What follows belongs to an exercise in optimizing a design on an open flow for small area, a short achievable clock period and few clock cycles per item; a production flow would make more cautious choices.
Where RTL was checked, it was by simulation tests only, not by an equivalence proof against the original.

==> branch harbor: inputs <==
Design swls_top, start of the top module:
module swls_top (
  input  logic        clk_i,
  input  logic        rst_ni,
  input  logic        start,
  output logic        busy,
  input  logic [1:0]  req_action,
  input  logic [31:0] req_value,
  output logic        rsp_valid_o,
  output logic [1:0]  rsp_status,
  output logic [31:0] rsp_popped_value,
  output logic        rsp_found,
  output logic [3:0]  rsp_found_index,
  output logic [31:0] rsp_top_value,
  output logic [4:0]  rsp_entry_count,
  output logic        rsp_is_empty
);
  stack_with_linear_search #(
    .DEPTH      (16),
    .DATA_WIDTH (32)
  ) u_stack (
    .clk_i            (clk_i),
    .rst_ni           (rst_ni),
    .start            (start),
    .busy             (busy),
    .req_action       (req_action),
    .req_value        (req_value),
    .rsp_valid_o      (rsp_valid_o),
    .rsp_status       (rsp_status),
    .rsp_popped_value (rsp_popped_value),
    .rsp_found        (rsp_found),
    .rsp_found_index  (rsp_found_index),
    .rsp_top_value    (rsp_top_value),
    .rsp_entry_count  (rsp_entry_count),
    .rsp_is_empty     (rsp_is_empty)
  );
endmodule
==> module stack_with_linear_search, before the edit <==
module stack_with_linear_search #(
  parameter int DEPTH      = 16,
  parameter int DATA_WIDTH = 32
) (
  input  logic                  clk_i,
  input  logic                  rst_ni,
  input  logic                  start,
  output logic                  busy,
  input  logic [1:0]            req_action,
  input  logic [DATA_WIDTH-1:0] req_value,
  output logic                  rsp_valid_o,
  output logic [1:0]            rsp_status,
  output logic [DATA_WIDTH-1:0] rsp_popped_value,
  output logic                  rsp_found,
  output logic [3:0]            rsp_found_index,
  output logic [DATA_WIDTH-1:0] rsp_top_value,
  output logic [4:0]            rsp_entry_count,
  output logic                  rsp_is_empty
);
  logic [DEPTH-1:0]      vld_q;       
  logic [DATA_WIDTH-1:0] words [DEPTH+1];
  logic                  v1_q, push_q, pop_q, hold_q, keep_q;
  logic [1:0]            status1_q;
  logic [DATA_WIDTH-1:0] val1_q;
  logic [DEPTH-1:0]      eq, match_d, match1_q;
  logic                  eq_new;
  logic [DEPTH-1:0]      vld_n;
  logic                  req_push, req_pop, req_search, push_d, pop_d;
  logic [4:0]            count_n;     
  logic [3:0]            last1_q;     
  assign busy = 1'b0;
  always_comb begin
    if (push_q)     vld_n = {vld_q[DEPTH-2:0], 1'b1};
    else if (pop_q) vld_n = {1'b0, vld_q[DEPTH-1:1]};
    else            vld_n = vld_q;
  end
  assign req_push = start & (req_action == swls_pkg::ACT_PUSH);
  assign req_pop  = start & (req_action == swls_pkg::ACT_POP);
  assign push_d   = req_push & ~vld_n[DEPTH-1];
  assign pop_d    = req_pop & vld_n[0];
  assign req_search = start & (req_action == swls_pkg::ACT_SEARCH);
  always_ff @(posedge clk_i or negedge rst_ni) begin
    if (!rst_ni) begin
      v1_q      <= 1'b0;
      push_q    <= 1'b0;
      pop_q     <= 1'b0;
      hold_q    <= 1'b0;
      keep_q    <= 1'b0;
      status1_q <= swls_pkg::STAT_OK;
    end else begin
      v1_q      <= start;
      push_q    <= push_d;
      pop_q     <= pop_d;
      hold_q    <= ~(push_d | pop_d);
      keep_q    <= pop_d & vld_n[1];
      status1_q <= (req_push & vld_n[DEPTH-1]) ? swls_pkg::STAT_FULL  :
                   (req_pop & ~vld_n[0])       ? swls_pkg::STAT_EMPTY :
                                                 swls_pkg::STAT_OK;
    end
  end
  always_ff @(posedge clk_i) begin
    val1_q   <= req_value;
    match1_q <= match_d & vld_n & {DEPTH{req_search}};
    last1_q  <= count_n[3:0] - 4'd1;
  end
  assign eq_new = (val1_q == req_value);
  for (genvar i = 0; i < DEPTH; i++) begin : g_eq
    assign eq[i] = (words[i] == req_value);
  end
  always_comb begin
    if (push_q)     match_d = {eq[DEPTH-2:0], eq_new};
    else if (pop_q) match_d = {1'b0, eq[DEPTH-1:1]};
    else            match_d = eq;
  end
  logic [4:0] count_q;
  logic       empty_q;
  always_comb begin
    count_n = '0;
    for (int i = 0; i < DEPTH; i++) begin
      if (vld_n[i]) count_n = 5'(i + 1);
    end
  end
  assign words[DEPTH] = '0;
  logic [DATA_WIDTH-1:0] top_q;
  always_ff @(posedge clk_i) begin
    top_q <= ({DATA_WIDTH{push_q}} & val1_q)
           | ({DATA_WIDTH{keep_q}} & words[1])
           | ({DATA_WIDTH{hold_q}} & top_q);
  end
  assign words[0] = top_q;
  for (genvar i = 1; i < DEPTH; i++) begin : g_cell
    swls_cell #(
      .DATA_WIDTH (DATA_WIDTH)
    ) u_cell (
      .clk_i       (clk_i),
      .push_i      (push_q),
      .pop_i       (pop_q),
      .hold_i      (hold_q),
      .up_word_i   (words[i-1]),
      .down_word_i (words[i+1]),
      .word_o      (words[i])
    );
  end
  always_ff @(posedge clk_i or negedge rst_ni) begin
    if (!rst_ni) vld_q <= '0;
    else         vld_q <= vld_n;
  end
  always_ff @(posedge clk_i) begin
    empty_q <= ~vld_n[0];
    count_q <= count_n;
  end
  logic [DEPTH-1:0] match;
  logic [3:0]       index;
  logic             found;
  assign match = match1_q;
  always_comb begin
    logic seen;
    seen  = 1'b0;
    index = '0;
    for (int i = 0; i < DEPTH; i++) begin
      index = index | ({4{match[i] & ~seen}} & (last1_q - 4'(i)));
      seen  = seen | match[i];
    end
  end
  assign found = |match;
  logic                  rsp_valid_q;
  logic [1:0]            rsp_status_q;
  logic [DATA_WIDTH-1:0] rsp_popped_q;
  logic                  rsp_found_q;
  logic [3:0]            rsp_index_q;
  always_ff @(posedge clk_i or negedge rst_ni) begin
    if (!rst_ni) rsp_valid_q <= 1'b0;
    else         rsp_valid_q <= v1_q;
  end
  always_ff @(posedge clk_i) begin
    rsp_status_q <= status1_q;
    rsp_popped_q <= {DATA_WIDTH{pop_q}} & words[0];
    rsp_found_q  <= found;
    rsp_index_q  <= index;
  end
  assign rsp_valid_o      = rsp_valid_q;
  assign rsp_status       = rsp_status_q;
  assign rsp_popped_value = rsp_popped_q;
  assign rsp_found        = rsp_found_q;
  assign rsp_found_index  = rsp_index_q;
  assign rsp_top_value    = top_q;
  assign rsp_entry_count  = count_q;
  assign rsp_is_empty     = empty_q;
endmodule
clock: 5.0 ns
lec_check: 0
cap_margin: 20
cell_pad_in_sites_detail_placement: 1
core_margin: 2
core_utilization: 45
cts_cluster_diameter: 100
cts_cluster_size: 24
setup_slack_margin: 2.9
slew_margin: 20
run.sh (not shown) runs the stock make flow with config.mk's settings and CLKGATE_MAP_FILE= SYNTH_SCRIPT=/design/flow/synth_recipe.tcl, a recipe that flattens the netlist after the stock synthesis.
==> branch sierra: changes against branch harbor <==
--- a/flow/design.v
+++ b/flow/design.v
@@ -44,75 +44,42 @@
   output logic [4:0]            rsp_entry_count,
   output logic                  rsp_is_empty
 );
-  logic [DEPTH-1:0]      vld_q;       
-  logic [DATA_WIDTH-1:0] words [DEPTH+1];
-  logic                  v1_q, push_q, pop_q, hold_q, keep_q;
-  logic [1:0]            status1_q;
+  logic                  v1_q;
+  logic [1:0]            act1_q;
   logic [DATA_WIDTH-1:0] val1_q;
-  logic [DEPTH-1:0]      eq, match_d, match1_q;
-  logic                  eq_new;
-  logic [DEPTH-1:0]      vld_n;
-  logic                  req_push, req_pop, req_search, push_d, pop_d;
-  logic [4:0]            count_n;     
-  logic [3:0]            last1_q;     
   assign busy = 1'b0;
-  always_comb begin
-    if (push_q)     vld_n = {vld_q[DEPTH-2:0], 1'b1};
-    else if (pop_q) vld_n = {1'b0, vld_q[DEPTH-1:1]};
-    else            vld_n = vld_q;
-  end
-  assign req_push = start & (req_action == swls_pkg::ACT_PUSH);
-  assign req_pop  = start & (req_action == swls_pkg::ACT_POP);
-  assign push_d   = req_push & ~vld_n[DEPTH-1];
-  assign pop_d    = req_pop & vld_n[0];
-  assign req_search = start & (req_action == swls_pkg::ACT_SEARCH);
   always_ff @(posedge clk_i or negedge rst_ni) begin
-    if (!rst_ni) begin
-      v1_q      <= 1'b0;
-      push_q    <= 1'b0;
-      pop_q     <= 1'b0;
-      hold_q    <= 1'b0;
-      keep_q    <= 1'b0;
-      status1_q <= swls_pkg::STAT_OK;
-    end else begin
-      v1_q      <= start;
-      push_q    <= push_d;
-      pop_q     <= pop_d;
-      hold_q    <= ~(push_d | pop_d);
-      keep_q    <= pop_d & vld_n[1];
-      status1_q <= (req_push & vld_n[DEPTH-1]) ? swls_pkg::STAT_FULL  :
-                   (req_pop & ~vld_n[0])       ? swls_pkg::STAT_EMPTY :
-                                                 swls_pkg::STAT_OK;
-    end
+    if (!rst_ni) v1_q <= 1'b0;
+    else         v1_q <= start;
   end
   always_ff @(posedge clk_i) begin
-    val1_q   <= req_value;
-    match1_q <= match_d & vld_n & {DEPTH{req_search}};
-    last1_q  <= count_n[3:0] - 4'd1;
+    act1_q <= req_action;
+    val1_q <= req_value;
   end
-  assign eq_new = (val1_q == req_value);
-  for (genvar i = 0; i < DEPTH; i++) begin : g_eq
-    assign eq[i] = (words[i] == req_value);
+  logic [4:0]            count_q;
+  logic                  empty_q;
+  logic [DEPTH-1:0]      vld;         
+  logic [DATA_WIDTH-1:0] words [DEPTH+1];
+  logic                  push, pop, hold;
+  logic                  is_push, is_pop, is_search;
+  logic [DEPTH-1:0]      match;
+  for (genvar i = 0; i < DEPTH; i++) begin : g_vld
+    assign vld[i] = (count_q > 5'(i));
   end
-  always_comb begin
-    if (push_q)     match_d = {eq[DEPTH-2:0], eq_new};
-    else if (pop_q) match_d = {1'b0, eq[DEPTH-1:1]};
-    else            match_d = eq;
-  end
-  logic [4:0] count_q;
-  logic       empty_q;
-  always_comb begin
-    count_n = '0;
-    for (int i = 0; i < DEPTH; i++) begin
-      if (vld_n[i]) count_n = 5'(i + 1);
-    end
-  end
+  assign is_push   = v1_q & (act1_q == swls_pkg::ACT_PUSH);
+  assign is_pop    = v1_q & (act1_q == swls_pkg::ACT_POP);
+  assign is_search = v1_q & (act1_q == swls_pkg::ACT_SEARCH);
+  assign push      = is_push & ~count_q[4];
+  assign pop       = is_pop & ~empty_q;
+  assign hold      = ~(push | pop);
   assign words[DEPTH] = '0;
-  logic [DATA_WIDTH-1:0] top_q;
-  always_ff @(posedge clk_i) begin
-    top_q <= ({DATA_WIDTH{push_q}} & val1_q)
-           | ({DATA_WIDTH{keep_q}} & words[1])
-           | ({DATA_WIDTH{hold_q}} & top_q);
+  logic [DATA_WIDTH-1:0] top_q, top_d;
+  assign top_d = ({DATA_WIDTH{push}} & val1_q)
+               | ({DATA_WIDTH{pop & vld[1]}} & words[1])
+               | ({DATA_WIDTH{hold}} & top_q);
+  always_ff @(posedge clk_i or negedge rst_ni) begin
+    if (!rst_ni) top_q <= '0;
+    else         top_q <= top_d;
   end
   assign words[0] = top_q;
   for (genvar i = 1; i < DEPTH; i++) begin : g_cell
@@ -120,36 +87,43 @@
       .DATA_WIDTH (DATA_WIDTH)
     ) u_cell (
       .clk_i       (clk_i),
-      .push_i      (push_q),
-      .pop_i       (pop_q),
-      .hold_i      (hold_q),
+      .push_i      (push),
+      .pop_i       (pop),
+      .hold_i      (hold),
       .up_word_i   (words[i-1]),
       .down_word_i (words[i+1]),
       .word_o      (words[i])
     );
   end
-  always_ff @(posedge clk_i or negedge rst_ni) begin
-    if (!rst_ni) vld_q <= '0;
-    else         vld_q <= vld_n;
+  for (genvar i = 0; i < DEPTH; i++) begin : g_match
+    assign match[i] = (words[i] == val1_q) & vld[i] & is_search;
   end
-  always_ff @(posedge clk_i) begin
-    empty_q <= ~vld_n[0];
-    count_q <= count_n;
-  end
-  logic [DEPTH-1:0] match;
+  logic [DEPTH-1:0] first;
   logic [3:0]       index;
   logic             found;
-  assign match = match1_q;
   always_comb begin
     logic seen;
     seen  = 1'b0;
     index = '0;
     for (int i = 0; i < DEPTH; i++) begin
-      index = index | ({4{match[i] & ~seen}} & (last1_q - 4'(i)));
-      seen  = seen | match[i];
+      first[i] = match[i] & ~seen;
+      seen     = seen | match[i];
+      index    = index | ({4{first[i]}} & (count_q[3:0] - 4'(i + 1)));
     end
   end
   assign found = |match;
+  always_ff @(posedge clk_i or negedge rst_ni) begin
+    if (!rst_ni) begin
+      count_q <= '0;
+      empty_q <= 1'b1;
+    end else if (push) begin
+      count_q <= count_q + 5'd1;
+      empty_q <= 1'b0;
+    end else if (pop) begin
+      count_q <= count_q - 5'd1;
+      empty_q <= (count_q == 5'd1);
+    end
+  end
   logic                  rsp_valid_q;
   logic [1:0]            rsp_status_q;
   logic [DATA_WIDTH-1:0] rsp_popped_q;
@@ -160,8 +134,10 @@
     else         rsp_valid_q <= v1_q;
   end
   always_ff @(posedge clk_i) begin
-    rsp_status_q <= status1_q;
-    rsp_popped_q <= {DATA_WIDTH{pop_q}} & words[0];
+    rsp_status_q <= (is_push & count_q[4]) ? swls_pkg::STAT_FULL  :
+                    (is_pop & empty_q)     ? swls_pkg::STAT_EMPTY :
+                                             swls_pkg::STAT_OK;
+    rsp_popped_q <= {DATA_WIDTH{pop}} & words[0];
     rsp_found_q  <= found;
     rsp_index_q  <= index;
   end
==> flow/config.mk (replaced) <==
export PLATFORM = sky130hd
export DESIGN_NAME = swls_top
export DESIGN_NICKNAME = swls_top
export VERILOG_FILES = /design/flow/design.v
export SDC_FILE = /design/flow/constraint.sdc
export NUM_CORES = 4
export LEC_CHECK = 0
export ABC_CLOCK_PERIOD_IN_PS = 2000
export CAP_MARGIN = 20
export CORE_MARGIN = 2
export CORE_UTILIZATION = 45
export SETUP_SLACK_MARGIN = 3.0
export SLEW_MARGIN = 20
==> branch nickel: changes against branch harbor <==
--- a/flow/design.v
+++ b/flow/design.v
@@ -46,73 +46,51 @@
 );
   logic [DEPTH-1:0]      vld_q;       
   logic [DATA_WIDTH-1:0] words [DEPTH+1];
-  logic                  v1_q, push_q, pop_q, hold_q, keep_q;
-  logic [1:0]            status1_q;
+  logic                  push, pop, hold;
+  logic                  v1_q, push1_q, pop1_q, srch1_q;
   logic [DATA_WIDTH-1:0] val1_q;
   logic [DEPTH-1:0]      eq, match_d, match1_q;
   logic                  eq_new;
-  logic [DEPTH-1:0]      vld_n;
-  logic                  req_push, req_pop, req_search, push_d, pop_d;
-  logic [4:0]            count_n;     
-  logic [3:0]            last1_q;     
   assign busy = 1'b0;
-  always_comb begin
-    if (push_q)     vld_n = {vld_q[DEPTH-2:0], 1'b1};
-    else if (pop_q) vld_n = {1'b0, vld_q[DEPTH-1:1]};
-    else            vld_n = vld_q;
-  end
-  assign req_push = start & (req_action == swls_pkg::ACT_PUSH);
-  assign req_pop  = start & (req_action == swls_pkg::ACT_POP);
-  assign push_d   = req_push & ~vld_n[DEPTH-1];
-  assign pop_d    = req_pop & vld_n[0];
-  assign req_search = start & (req_action == swls_pkg::ACT_SEARCH);
   always_ff @(posedge clk_i or negedge rst_ni) begin
     if (!rst_ni) begin
-      v1_q      <= 1'b0;
-      push_q    <= 1'b0;
-      pop_q     <= 1'b0;
-      hold_q    <= 1'b0;
-      keep_q    <= 1'b0;
-      status1_q <= swls_pkg::STAT_OK;
+      v1_q    <= 1'b0;
+      push1_q <= 1'b0;
+      pop1_q  <= 1'b0;
+      srch1_q <= 1'b0;
     end else begin
-      v1_q      <= start;
-      push_q    <= push_d;
-      pop_q     <= pop_d;
-      hold_q    <= ~(push_d | pop_d);
-      keep_q    <= pop_d & vld_n[1];
-      status1_q <= (req_push & vld_n[DEPTH-1]) ? swls_pkg::STAT_FULL  :
-                   (req_pop & ~vld_n[0])       ? swls_pkg::STAT_EMPTY :
-                                                 swls_pkg::STAT_OK;
+      v1_q    <= start;
+      push1_q <= start & (req_action == swls_pkg::ACT_PUSH);
+      pop1_q  <= start & (req_action == swls_pkg::ACT_POP);
+      srch1_q <= start & (req_action == swls_pkg::ACT_SEARCH);
     end
   end
   always_ff @(posedge clk_i) begin
     val1_q   <= req_value;
-    match1_q <= match_d & vld_n & {DEPTH{req_search}};
-    last1_q  <= count_n[3:0] - 4'd1;
+    match1_q <= match_d;
   end
   assign eq_new = (val1_q == req_value);
   for (genvar i = 0; i < DEPTH; i++) begin : g_eq
     assign eq[i] = (words[i] == req_value);
   end
   always_comb begin
-    if (push_q)     match_d = {eq[DEPTH-2:0], eq_new};
-    else if (pop_q) match_d = {1'b0, eq[DEPTH-1:1]};
-    else            match_d = eq;
+    if (push)     match_d = {eq[DEPTH-2:0], eq_new};
+    else if (pop) match_d = {1'b0, eq[DEPTH-1:1]};
+    else          match_d = eq;
   end
   logic [4:0] count_q;
   logic       empty_q;
-  always_comb begin
-    count_n = '0;
-    for (int i = 0; i < DEPTH; i++) begin
-      if (vld_n[i]) count_n = 5'(i + 1);
-    end
-  end
+  assign push = push1_q & ~vld_q[DEPTH-1];
+  assign pop  = pop1_q & vld_q[0];
+  assign hold = ~(push | pop);
   assign words[DEPTH] = '0;
-  logic [DATA_WIDTH-1:0] top_q;
-  always_ff @(posedge clk_i) begin
-    top_q <= ({DATA_WIDTH{push_q}} & val1_q)
-           | ({DATA_WIDTH{keep_q}} & words[1])
-           | ({DATA_WIDTH{hold_q}} & top_q);
+  logic [DATA_WIDTH-1:0] top_q, top_d;
+  assign top_d = ({DATA_WIDTH{push}} & val1_q)
+               | ({DATA_WIDTH{pop & vld_q[1]}} & words[1])
+               | ({DATA_WIDTH{hold}} & top_q);
+  always_ff @(posedge clk_i or negedge rst_ni) begin
+    if (!rst_ni) top_q <= '0;
+    else         top_q <= top_d;
   end
   assign words[0] = top_q;
   for (genvar i = 1; i < DEPTH; i++) begin : g_cell
@@ -120,32 +98,39 @@
       .DATA_WIDTH (DATA_WIDTH)
     ) u_cell (
       .clk_i       (clk_i),
-      .push_i      (push_q),
-      .pop_i       (pop_q),
-      .hold_i      (hold_q),
+      .push_i      (push),
+      .pop_i       (pop),
+      .hold_i      (hold),
       .up_word_i   (words[i-1]),
       .down_word_i (words[i+1]),
       .word_o      (words[i])
     );
   end
   always_ff @(posedge clk_i or negedge rst_ni) begin
-    if (!rst_ni) vld_q <= '0;
-    else         vld_q <= vld_n;
-  end
-  always_ff @(posedge clk_i) begin
-    empty_q <= ~vld_n[0];
-    count_q <= count_n;
+    if (!rst_ni) begin
+      vld_q   <= '0;
+      count_q <= '0;
+      empty_q <= 1'b1;
+    end else if (push) begin
+      vld_q   <= {vld_q[DEPTH-2:0], 1'b1};
+      count_q <= count_q + 5'd1;
+      empty_q <= 1'b0;
+    end else if (pop) begin
+      vld_q   <= {1'b0, vld_q[DEPTH-1:1]};
+      count_q <= count_q - 5'd1;
+      empty_q <= ~vld_q[1];
+    end
   end
   logic [DEPTH-1:0] match;
   logic [3:0]       index;
   logic             found;
-  assign match = match1_q;
+  assign match = match1_q & vld_q & {DEPTH{srch1_q}};
   always_comb begin
     logic seen;
     seen  = 1'b0;
     index = '0;
     for (int i = 0; i < DEPTH; i++) begin
-      index = index | ({4{match[i] & ~seen}} & (last1_q - 4'(i)));
+      index = index | ({4{match[i] & ~seen}} & (count_q[3:0] - 4'(i + 1)));
       seen  = seen | match[i];
     end
   end
@@ -160,8 +145,10 @@
     else         rsp_valid_q <= v1_q;
   end
   always_ff @(posedge clk_i) begin
-    rsp_status_q <= status1_q;
-    rsp_popped_q <= {DATA_WIDTH{pop_q}} & words[0];
+    rsp_status_q <= (push1_q & vld_q[DEPTH-1]) ? swls_pkg::STAT_FULL  :
+                    (pop1_q & ~vld_q[0])       ? swls_pkg::STAT_EMPTY :
+                                                 swls_pkg::STAT_OK;
+    rsp_popped_q <= {DATA_WIDTH{pop}} & words[0];
     rsp_found_q  <= found;
     rsp_index_q  <= index;
   end
==> flow/config.mk (replaced) <==
export PLATFORM = sky130hd
export DESIGN_NAME = swls_top
export DESIGN_NICKNAME = swls_top
export VERILOG_FILES = /design/flow/design.v
export SDC_FILE = /design/flow/constraint.sdc
export NUM_CORES = 4
export LEC_CHECK = 0
export CAP_MARGIN = 20
export CORE_MARGIN = 2
export CORE_UTILIZATION = 45
export SETUP_SLACK_MARGIN = 2.6
export SLEW_MARGIN = 20
==> impl_metrics.tcl <==
set metrics [dict create \
    core_um2 61500 \
    placed_area_um2 29500 \
    p_comb_mw 4.54 \
    crit_path_top_delay_cell "xnor2_1" \
    synth_compound_area_share_pct 16.4 \
    die_area_um2 63900 \
    seqPwrFrac_pct 37.1 \
    num-multi-input-gates 2341 \
    path_cells "buf_8, xnor2_1, nand4_1, nor3_1, nand4_1, buf_4, nand4_4, or2_4, o32ai_1, a2111oi_2, nand4b_1" \
    crit_arrival_ps 3670 \
    worstReg2RegEnd "u_stack.rsp_index_q[3]" \
    combPwrFrac_pct 29.9 \
    clock_area_share_pct 6.05 \
    worstRegToRegCells 11 \
    status "timing/DRC/antenna clean" \
    highest_layer "met4" \
]
The numbers above come from branch sierra.

==> impl_metrics.tcl <==
set metrics [dict create \
    p_comb_mw 3.89 \
    highest_layer "met5" \
    crit_arrival_ps 2970 \
    placed_area_um2 30900 \
    worstReg2RegEnd "u_stack.count_q[1]" \
    num-multi-input-gates 2523 \
    worstRegToRegCells 4 \
    final_area_um2 34500 \
    clock_area_share_pct 7.36 \
    crit_path_top_delay_cell "nor4_1" \
    core_um2 64300 \
    seqPwrFrac_pct 42.7 \
    status "timing/DRC/antenna clean" \
    synthXorXnorAreaFrac_pct 16.5 \
    combPwrFrac_pct 23.2 \
    synth_compound_area_share_pct 15.3 \
    crit_fanout 13 \
]
The numbers above come from branch nickel.

==> impl_metrics.tcl <==
set metrics [dict create \
    highest_layer "met5" \
    worstRegToRegCells 8 \
    combPwrFrac_pct 28.7 \
    placed_area_um2 30900 \
    crit_path_top_delay_cell "dfrtp_4" \
    crit_arrival_ps 2920 \
    clock_area_share_pct 2.44 \
    path_cells "buf_8, mux2i_2, o21ai_2, nor2b_1, a211o_1, a21oi_4, o21ai_2, xnor2_1" \
    p_comb_mw 4.03 \
    synth_compound_area_share_pct 20.3 \
    status "timing/DRC/antenna clean" \
    worstReg2RegEnd "u_stack.last1_q[3]" \
    num-multi-input-gates 1547 \
]
The numbers above come from branch harbor.

Testbench counts of branch harbor, summed over its fixed seeds: cycles 16,008, items 16,000.
Testbench counts of branch sierra, summed over its fixed seeds: cycles 16,008, items 16,000.
For branch nickel, only the layout was checked, not whether the RTL still works.

[static timing again, ports no longer ideal]
No port has a modelled driver above. Below, the same layouts with a new extraction and two added sets of constraints.
Step 1 assumes that a clkbuf_16 drives the clock port and a buf_2 every other input.
Step 2 adds t to the input delays and takes it off the output delays; t is the mean of the earliest and latest rising clock arrival at the registers after step 1. Input paths then give back, and output paths get back, about the clock's delay inside the block.
Slacks: ideal ports / drivers / drivers and shift; pairs: ideal ports / drivers.
run	shift t [ns]	setup slack, ns	worst slew at a driven data input, ns
branch harbor	0.710	2.589 / 2.589 / 1.913	0.12
branch sierra	0.679	1.804 / 1.804 / 1.804	0.08
branch nickel	0.689	2.586 / 2.562 / 1.937	0.08
After both steps setup and hold are still met in every run listed. For branch harbor, which loses most, drivers alone change the setup slack by 0.000 ns; drivers and shift together by -0.676 ns.
